What follows belongs to an exercise in optimizing a design on an open flow for small area, a short achievable clock period and few clock cycles; a production flow would make more cautious choices.
Where RTL was checked, it was by simulation tests only, not by an equivalence proof against the original. The flow treats the clock pin as an ideal source, which a real chip does not have.

== exp/ember ==
## conv_top
module conv_top #(
  parameter int IMG_BITS = 6
) (
  input  logic                  clk,
  input  logic                  reset,
  input  logic                  ready,
  input  logic signed [19:0]    idata,
  output logic                  busy,
  output logic [2*IMG_BITS-1:0] iaddr,
  output logic                  cwr,
  output logic [2*IMG_BITS-1:0] caddr_wr,
  output logic signed [19:0]    cdata_wr
);
typedef logic signed [19:0] pixel_t;
localparam int STRIP_ROWS = 8;
  localparam int L  = STRIP_ROWS + 2;   
  localparam int SR = 2 * L + 3;
  logic       rd_act;    
  logic       rd_first;  
  logic [3:0] ri;        
  logic [6:0] rx;        
  logic [5:0] arow;      
  logic       start;
  logic       col_end;
  logic       pad;
  assign start   = ready && !busy;
  assign col_end = (ri == 4'(L - 1));
  assign pad     = rx[6] || (ri == 4'd0 && arow == 6'd63) || (col_end && arow == 6'd0);
  assign iaddr   = {arow, rx[5:0]};
  always_ff @(posedge clk or posedge reset) begin
    if (reset) begin
      rd_act   <= 1'b0;
      rd_first <= 1'b0;
      ri       <= '0;
      rx       <= '0;
      arow     <= '0;
    end else if (start) begin
      rd_act   <= 1'b1;
      rd_first <= 1'b1;
      ri       <= '0;
      rx       <= 7'd64;
      arow     <= 6'd63 - 6'(STRIP_ROWS);
    end else if (rd_act) begin
      if (!col_end) begin
        ri   <= ri + 1'b1;
        arow <= arow + 1'b1;
      end else begin
        ri <= '0;
        if (!rx[6]) begin
          rx   <= rx + 1'b1;
          arow <= arow - 6'(L - 1);
        end else begin
          rx       <= '0;
          arow     <= arow - 6'(L - 1) + 6'(STRIP_ROWS);
          rd_first <= 1'b0;
          if (!rd_first && arow == 6'd0) rd_act <= 1'b0;
        end
      end
    end
  end
  logic rd_valid;
  assign rd_valid = rd_act && !rd_first && (ri >= 4'd2) && (rx != 7'd0);
  pixel_t sr [SR];
  always_ff @(posedge clk) begin
    sr[0] <= pad ? '0 : idata;
    for (int i = 1; i < SR; i++) sr[i] <= sr[i-1];
  end
  logic [20*SR-1:0] srv;
  always_comb for (int i = 0; i < SR; i++) srv[20*i +: 20] = sr[i];
  conv_mac u_mac (
    .clk(clk),
    .srv(srv),
    .res(cdata_wr)
  );
  ...
clock: 13.5 ns
lec_check: 0
cap_margin: 20
core_margin: 2
core_utilization: 40
slew_margin: 20
synth_hierarchical: 1
synth_minimum_keep_size: 0
standard.sh (not shown) runs the stock make flow with config.mk's settings and CLKGATE_MAP_FILE= SYNTH_SCRIPT=/design/flow/synth_recipe.tcl, a recipe that flattens the netlist after the stock synthesis.
==> flow/flow/run.sh <==
#!/bin/bash
# The standard layout, with post-cts and post-route timing repair aiming
# for setup slack well above what the 13.5 ns clock needs, so that the
# resizer also shortens paths the clock alone would leave slow.
set -euo pipefail
bash standard.sh SETUP_SLACK_MARGIN=10.2 finish > standard_make.log 2>&1
> inputs changed (exp/ember -> exp/yarrow)
==> flow/run.sh (new file) <==
#!/bin/bash
# synth_recipe.tcl (not shown) runs the flow's synth.tcl, then flattens the netlist and writes it again
# the make line also repeats each setting of config.mk as NAME=value (left out here)
make -C /OpenROAD-flow-scripts/flow DESIGN_CONFIG=/design/flow/config.mk WORK_HOME=/design/flow/orfs CLKGATE_MAP_FILE= SYNTH_SCRIPT=/design/flow/synth_recipe.tcl finish
removed: flow/flow/run.sh
removed: flow/standard.sh
--- outcome ---
- Floorplan die area came out exactly the same in exp/ember and exp/yarrow.
- exp/yarrow: PASS, flow complete, no timing, DRC or antenna violations
- exp/yarrow: slack of the worst reg-to-reg path lower than exp/ember
- Sort exp/ember and exp/yarrow by total routing resource utilization after global routing, ascending, and exp/yarrow comes first.
- Length of routed met3 wiring: exp/yarrow < exp/ember
- Worst setup slack: higher on exp/ember
- Compared with exp/ember, exp/yarrow shows a lower clock-buffer cell count.
- In the flow results for exp/ember and exp/yarrow, the relative area of clock buffers and inverters in the final design is smaller on exp/ember.
Input changes introduced in exp/pepper (baseline for comparison: exp/yarrow):
==> flow/flow/run.sh (new file) <==
#!/bin/bash
# The standard layout, with post-cts and post-route timing repair aiming
# for setup slack well above what the 13.5 ns clock needs, so that the
# resizer also shortens paths the clock alone would leave slow.
set -euo pipefail
bash standard.sh SETUP_SLACK_MARGIN=9 finish > standard_make.log 2>&1
==> flow/standard.sh (new file) <==
#!/bin/bash
# synth_recipe.tcl (not shown) runs the flow's synth.tcl, then flattens the netlist and writes it again
# the make line also repeats each setting of config.mk as NAME=value (left out here)
make -C /OpenROAD-flow-scripts/flow DESIGN_CONFIG=/design/flow/config.mk WORK_HOME=/design/flow/orfs CLKGATE_MAP_FILE= SYNTH_SCRIPT=/design/flow/synth_recipe.tcl "${@:-finish}"
removed: flow/run.sh
[summary]
- Looking at cell with the largest stage delay on the worst path, the or4b_4 result is from exp/yarrow; the dfxtp_1 one comes from exp/pepper.
- Compared with exp/yarrow, exp/pepper shows a higher worst-case setup margin in the final layout.
- Flip-flop and latch share of the layout cell area: exp/yarrow vs exp/pepper, no meaningful difference
- Compared exp/pepper against exp/yarrow; met2 wirelength from detailed routing within noise.
Function was not checked in any run of this note: the RTL went through the layout flow alone.

========
Setup of oak:
conv_top, a different RTL version from the one above (not shown whole).
Size: about 2500 cells after synthesis, about 700 flip-flops, ~69 I/O pins, about 37000 um2 of cells after synthesis.
Settings: LEC_CHECK=0, CAP_MARGIN=20, CORE_MARGIN=2, CORE_UTILIZATION=50, SLEW_MARGIN=20, SYNTH_HIERARCHICAL=1, SYNTH_MINIMUM_KEEP_SIZE=0; clock period 13.5 ns.
==> flow/flow/run.sh <==
#!/bin/bash
# The standard layout, with post-cts and post-route timing repair aiming
# for setup slack well above what the 13.5 ns clock needs, so that the
# resizer also shortens paths the clock alone would leave slow; and a clock
# tree of smaller buffers without dummy balancing loads.
set -euo pipefail
bash standard.sh SETUP_SLACK_MARGIN=9.6 \
  'CTS_ARGS=-sink_clustering_enable -repair_clock_nets -dont_use_dummy_load -buf_list {sky130_fd_sc_hd__clkbuf_8 sky130_fd_sc_hd__clkbuf_16} -sink_clustering_size 20 -sink_clustering_max_diameter 100' \
  finish > standard_make.log 2>&1
Testbench counts of oak, summed over its fixed seeds: cycles 41,712.
The following lists how pine was set up differently from oak:
diff --git a/flow/flow/run.sh b/flow/flow/run.sh
--- a/flow/flow/run.sh
+++ b/flow/flow/run.sh
@@ -6,4 +6,4 @@
 set -euo pipefail
 bash standard.sh SETUP_SLACK_MARGIN=9.6 \
-  'CTS_ARGS=-sink_clustering_enable -repair_clock_nets -dont_use_dummy_load -buf_list {sky130_fd_sc_hd__clkbuf_8 sky130_fd_sc_hd__clkbuf_16} -sink_clustering_size 20 -sink_clustering_max_diameter 100' \
+  'CTS_ARGS=-sink_clustering_enable -repair_clock_nets -dont_use_dummy_load -buf_list {sky130_fd_sc_hd__clkbuf_16}' \
   finish > standard_make.log 2>&1
diff --git a/flow/config.mk b/flow/config.mk
--- a/flow/config.mk
+++ b/flow/config.mk
@@ -8,5 +8,5 @@
 export CAP_MARGIN = 20
 export CORE_MARGIN = 2
-export CORE_UTILIZATION = 50
+export CORE_UTILIZATION = 40
 export SLEW_MARGIN = 20
 export SYNTH_HIERARCHICAL = 1
Findings:
Between pine and oak, met2 global-route usage is lower for pine, oak comes in above that. Per the comparison of pine with oak, number of nets in the finished design ~0 delta, clock skew ~0 delta.

========
conv_top again, from the RTL that the note above started with.
export LEC_CHECK = 0
export CAP_MARGIN = 20
export CORE_MARGIN = 2
export CORE_UTILIZATION = 40
export SLEW_MARGIN = 20
export SYNTH_HIERARCHICAL = 1
export SYNTH_MINIMUM_KEEP_SIZE = 0
create_clock -name core_clock -period 13.5 [get_ports {clk}]
==> flow/flow/run.sh <==
#!/bin/bash
# The standard layout, with post-cts and post-route timing repair aiming
# for setup slack well above what the 13.5 ns clock needs, so that the
# resizer also shortens paths the clock alone would leave slow; and a clock
# tree of smaller buffers without dummy balancing loads.
set -euo pipefail
bash standard.sh SETUP_SLACK_MARGIN=9.6 \
  'CTS_ARGS=-sink_clustering_enable -repair_clock_nets -dont_use_dummy_load -buf_list {sky130_fd_sc_hd__clkbuf_8 sky130_fd_sc_hd__clkbuf_16} -sink_clustering_size 20 -sink_clustering_max_diameter 100' \
  finish > standard_make.log 2>&1
The first run finished with timing, DRC and antenna clean.
Testbench counts at the start, summed over its fixed seeds: cycles 41,712.
Rerun with:
--- a/flow/flow/run.sh
+++ b/flow/flow/run.sh
@@ -6,4 +6,4 @@
 set -euo pipefail
 bash standard.sh SETUP_SLACK_MARGIN=9.6 \
-  'CTS_ARGS=-sink_clustering_enable -repair_clock_nets -dont_use_dummy_load -buf_list {sky130_fd_sc_hd__clkbuf_8 sky130_fd_sc_hd__clkbuf_16} -sink_clustering_size 20 -sink_clustering_max_diameter 100' \
+  'CTS_ARGS=-sink_clustering_enable -repair_clock_nets -dont_use_dummy_load -buf_list {sky130_fd_sc_hd__clkbuf_8 sky130_fd_sc_hd__clkbuf_16} -sink_clustering_size 30 -sink_clustering_max_diameter 150' \
   finish > standard_make.log 2>&1
After rerunning: The changed run completed without violations. Hold slack got worse by 4.9 ps. Wire length shrinks by 0.47%. Via count decreases by 1.9%. Count of clock-buffer cells in the layout came out lower by 17.

==> afterwards: timing with drivers on the ports <==
No port has a modelled driver above. Below, the same layouts with a new extraction and two added sets of constraints. Step 1, drivers: a clkbuf_16 drives clk and a buf_2 each remaining input, both assumed. Step 2 also shifts input and output timing later by t, the mid clock arrival at the registers, as if the neighbouring blocks saw the same clock. Three values: ideal ports, drivers, drivers and shift; two values: the first two.
| run | shift t [ns] | slack for setup (ns) | pins driven straight from the clock port |
|---|---|---|---|
| exp/ember | 0.699 | 9.422 / 9.422 / 9.422 | 1 |
| exp/yarrow | 0.700 | 8.802 / 8.802 / 8.802 | 1 |
| exp/pepper | 0.698 | 9.067 / 9.029 / 8.819 | 1 |
| oak | 0.653 | 9.521 / 9.454 / 9.631 | 1 |
| pine | 0.678 | 9.533 / 9.461 / 9.603 | 1 |
| the first run of note 3 | 0.653 | 9.612 / 9.547 / 9.657 | 1 |
| the second run of note 3 | 0.672 | 9.575 / 9.508 / 9.653 | 1 |
After both steps every run listed still meets setup and hold. For exp/pepper, which loses most, drivers alone change the setup slack by -0.038 ns; drivers and shift together by -0.248 ns.
